This is an optimization exercise on Yosys and OpenROAD, whose aim is small area, a short achievable clock period and few clock cycles, not a production implementation.
RTL that was checked went through simulation tests only; none was proved equivalent to the original.
Power is estimated from default activity; no workload was simulated.

## main
Design sw_top, start of the top module:
module sw_top (
    input  wire          clk,
    input  wire          rst,
    input  wire          i_valid,
    input  wire [73:0]   i_job,
    input  wire          i_ready,
    output wire          o_ready,
    output wire          o_valid,
    output wire [17:0]   o_result
);
    localparam DEPTH = 4;
    wire          take;
    wire          rel_first;
    wire          rel_buf;
    wire [1:0]    base;
    wire          first;
    wire          x;
    wire          rb0_ld;
    wire [1:0]    rb0;
    wire [31:0]   read_a;
    wire [31:0]   read_b;
    wire [15:0]   en_a;
    wire [15:0]   en_b;
    wire          out_first;
    wire          out_x;
    wire [4:0]    c_score;
    wire [3:0]    c_row;
    sw_controller #(.DEPTH(DEPTH)) sw_controller_i (
        .clk         (clk),
        .rst         (rst),
        .i_valid     (i_valid),
        .i_job       (i_job),
        .i_take      (take),
        .i_rel_first (rel_first),
        .i_rel_buf   (rel_buf),
        .o_ready     (o_ready),
        .o_base      (base),
        .o_first     (first),
        .o_x         (x),
        .o_rb0_ld    (rb0_ld),
        .o_rb0       (rb0),
        .o_read_a    (read_a),
        .o_read_b    (read_b),
        .o_en_a      (en_a),
        .o_en_b      (en_b)
    );
    sw_pe_array sw_pe_array_i (
        .clk          (clk),
        .rst          (rst),
        .i_base       (base),
        .i_first      (first),
        .i_x          (x),
        .i_rb0_ld     (rb0_ld),
  ...
For scale: about 98 I/O pins, ~24000 um^2 of cells after synthesis.
==> module sw_controller, before the edit <==
module sw_controller #(
    parameter DEPTH = 4
) (
    input  wire          clk,
    input  wire          rst,
    input  wire          i_valid,
    input  wire [73:0]   i_job,
    input  wire          i_take,          
    input  wire          i_rel_first,     
    input  wire          i_rel_buf,
    output wire          o_ready,
    output wire [1:0]    o_base,
    output wire          o_first,
    output wire          o_x,             
    output wire          o_rb0_ld,
    output wire [1:0]    o_rb0,
    output wire [31:0]   o_read_a,
    output wire [31:0]   o_read_b,
    output wire [15:0]   o_en_a,
    output wire [15:0]   o_en_b
);
    reg           ready_q;
    reg           act_q;       
    reg           first_q;
    reg  [4:0]    cnt_q;       
    reg           nxt_q;       
    reg  [1:0]    busy_q;
    reg  [DEPTH-1:0] jobs_q;   
    reg  [31:0]   ref_q;
    reg  [31:0]   read_a_q;
    reg  [31:0]   read_b_q;
    reg  [4:0]    len_a_q;
    reg  [4:0]    len_b_q;
    wire accept = ready_q & i_valid;
    wire last   = act_q & (cnt_q == 5'd1);
    wire sfree  = ~act_q | (cnt_q == 5'd1);
    wire [1:0] rel = {i_rel_first & i_rel_buf, i_rel_first & ~i_rel_buf};
    wire can_start = (~act_q | (cnt_q == 5'd1) | (cnt_q == 5'd2))
                   & (nxt_q ? (~busy_q[1] | rel[1]) : (~busy_q[0] | rel[0]))
                   & (~jobs_q[DEPTH-1] | i_take);
    always @(posedge clk or posedge rst) begin
        if (rst) begin
            ready_q <= 1'b0;
            act_q   <= 1'b0;
            first_q <= 1'b0;
            nxt_q   <= 1'b0;
            busy_q  <= 2'b00;
            jobs_q  <= {DEPTH{1'b0}};
        end else begin
            ready_q <= ~accept & can_start;
            act_q   <= ready_q ? i_valid : (act_q & ~last);
            first_q <= accept;
            nxt_q   <= nxt_q ^ accept;
            busy_q[0] <= (accept & ~nxt_q) | (busy_q[0] & ~rel[0]);
            busy_q[1] <= (accept &  nxt_q) | (busy_q[1] & ~rel[1]);
            if (accept & ~i_take)
                jobs_q <= {jobs_q[DEPTH-2:0], 1'b1};
            else if (i_take & ~accept)
                jobs_q <= {1'b0, jobs_q[DEPTH-1:1]};
        end
    end
    integer r;
    always @(posedge clk) begin
        cnt_q <= sfree ? i_job[9:5] : cnt_q - 5'd1;
        ref_q <= sfree ? i_job[73:42] : {ref_q[29:0], 2'b00};
        if (~busy_q[0] & ~nxt_q) begin
            len_a_q <= i_job[4:0];
            for (r = 0; r < 16; r = r + 1)
                read_a_q[2*r +: 2] <= i_job[10 + 2*(15-r) +: 2];
        end
        if (~busy_q[1] & nxt_q) begin
            len_b_q <= i_job[4:0];
            for (r = 0; r < 16; r = r + 1)
                read_b_q[2*r +: 2] <= i_job[10 + 2*(15-r) +: 2];
        end
    end
    genvar k;
    generate
        for (k = 0; k < 16; k = k + 1) begin : g_en
            assign o_en_a[k] = (len_a_q > k);
            assign o_en_b[k] = (len_b_q > k);
        end
    endgenerate
    assign o_ready  = ready_q;
    assign o_base   = ref_q[31:30];
    assign o_first  = first_q;
    assign o_x      = first_q ? ~nxt_q : act_q;
    assign o_rb0_ld = sfree;
    assign o_rb0    = i_job[10 + 30 +: 2];
    assign o_read_a = read_a_q;
    assign o_read_b = read_b_q;
endmodule
clock: 10.0 ns
lec_check: 0
abc_area: 1
cap_margin: 20
core_margin: 2
core_utilization: 60
place_density: 0.7
slew_margin: 20
standard.sh (not shown) runs the stock make flow with config.mk's settings and CLKGATE_MAP_FILE= SYNTH_SCRIPT=/design/flow/synth_recipe.tcl, a recipe that flattens the netlist after the stock synthesis.
==> flow/flow/run.sh <==
#!/bin/bash
# The standard layout, with the port buffers made from plain buf_2 cells instead of the delay
# buffer that buffer_ports picks on its own. Every make step's output goes to make.log here;
# ORFS keeps each tool's full log under orfs/logs/.
set -euo pipefail
bash standard.sh "BUFFER_PORTS_ARGS=-buffer_cell sky130_fd_sc_hd__buf_2" CTS_CLUSTER_SIZE=24 CTS_CLUSTER_DIAMETER=100 finish > make.log 2>&1
Edits applied to the flow inputs when going from main to the feature branch:
--- a/flow/design.v
+++ b/flow/design.v
@@ -358,14 +358,12 @@
                    & (~jobs_q[DEPTH-1] | i_take);
     always @(posedge clk or posedge rst) begin
         if (rst) begin
-            ready_q <= 1'b0;
             act_q   <= 1'b0;
             first_q <= 1'b0;
             nxt_q   <= 1'b0;
             busy_q  <= 2'b00;
             jobs_q  <= {DEPTH{1'b0}};
         end else begin
-            ready_q <= ~accept & can_start;
             act_q   <= ready_q ? i_valid : (act_q & ~last);
             first_q <= accept;
             nxt_q   <= nxt_q ^ accept;
@@ -377,6 +375,8 @@
                 jobs_q <= {1'b0, jobs_q[DEPTH-1:1]};
         end
     end
+    always @(posedge clk)
+        ready_q <= ~accept & can_start;
     integer r;
     always @(posedge clk) begin
         cnt_q <= sfree ? i_job[9:5] : cnt_q - 5'd1;
==> comparison <==
The feature branch against main: maximum frequency from static timing analysis level, relative area change from synthesis to final layout level, via count moved down, power share of the clock group moved up. The feature branch vs main — total power climbed slightly. Wire length the detailed router placed on met1 ends up higher on the feature branch. The feature branch vs. main: post-synthesis simple-gate area fraction stayed essentially flat; wire length on met3 fell by 20%.
Testbench counts of the feature branch, summed over its fixed seeds: cycles 16,691.
The RTL of main was laid out without a check of its function.

## afterwards: timing with drivers on the ports
The flow's constraints put no driver on any port. The routed layouts listed below were extracted and timed again, unchanged, in two steps.
Step 1 (the two cells are an assumption about what drives the block):
set clk [get_ports {clk}]
set_driving_cell -lib_cell sky130_fd_sc_hd__clkbuf_16 $clk
set_driving_cell -lib_cell sky130_fd_sc_hd__buf_2 [delete_from_list [all_inputs] $clk]
Step 2, shift: input delay + t, output delay - t, t = (earliest + latest rising clock arrival at the registers) / 2. This alone moves slack from input paths to output paths.
Slacks: no drivers / after step 1 / after step 2; pairs: no drivers / after step 1.
run | shift t [ns] | setup slack, ns | worst hold slack (ns) | worst data-port slew with drivers (ns) | cell pins on the clock port's net
main | 0.634 | 6.827 / 6.770 / 6.529 | 0.343 / 0.343 / 0.343 | 0.09 | 1
the feature branch | 0.642 | 6.829 / 6.772 / 6.504 | 0.349 / 0.349 / 0.349 | 0.09 | 1
After both steps setup and hold are still met in every run listed. For the feature branch, which loses most, drivers alone change the setup slack by -0.057 ns; drivers and shift together by -0.325 ns.
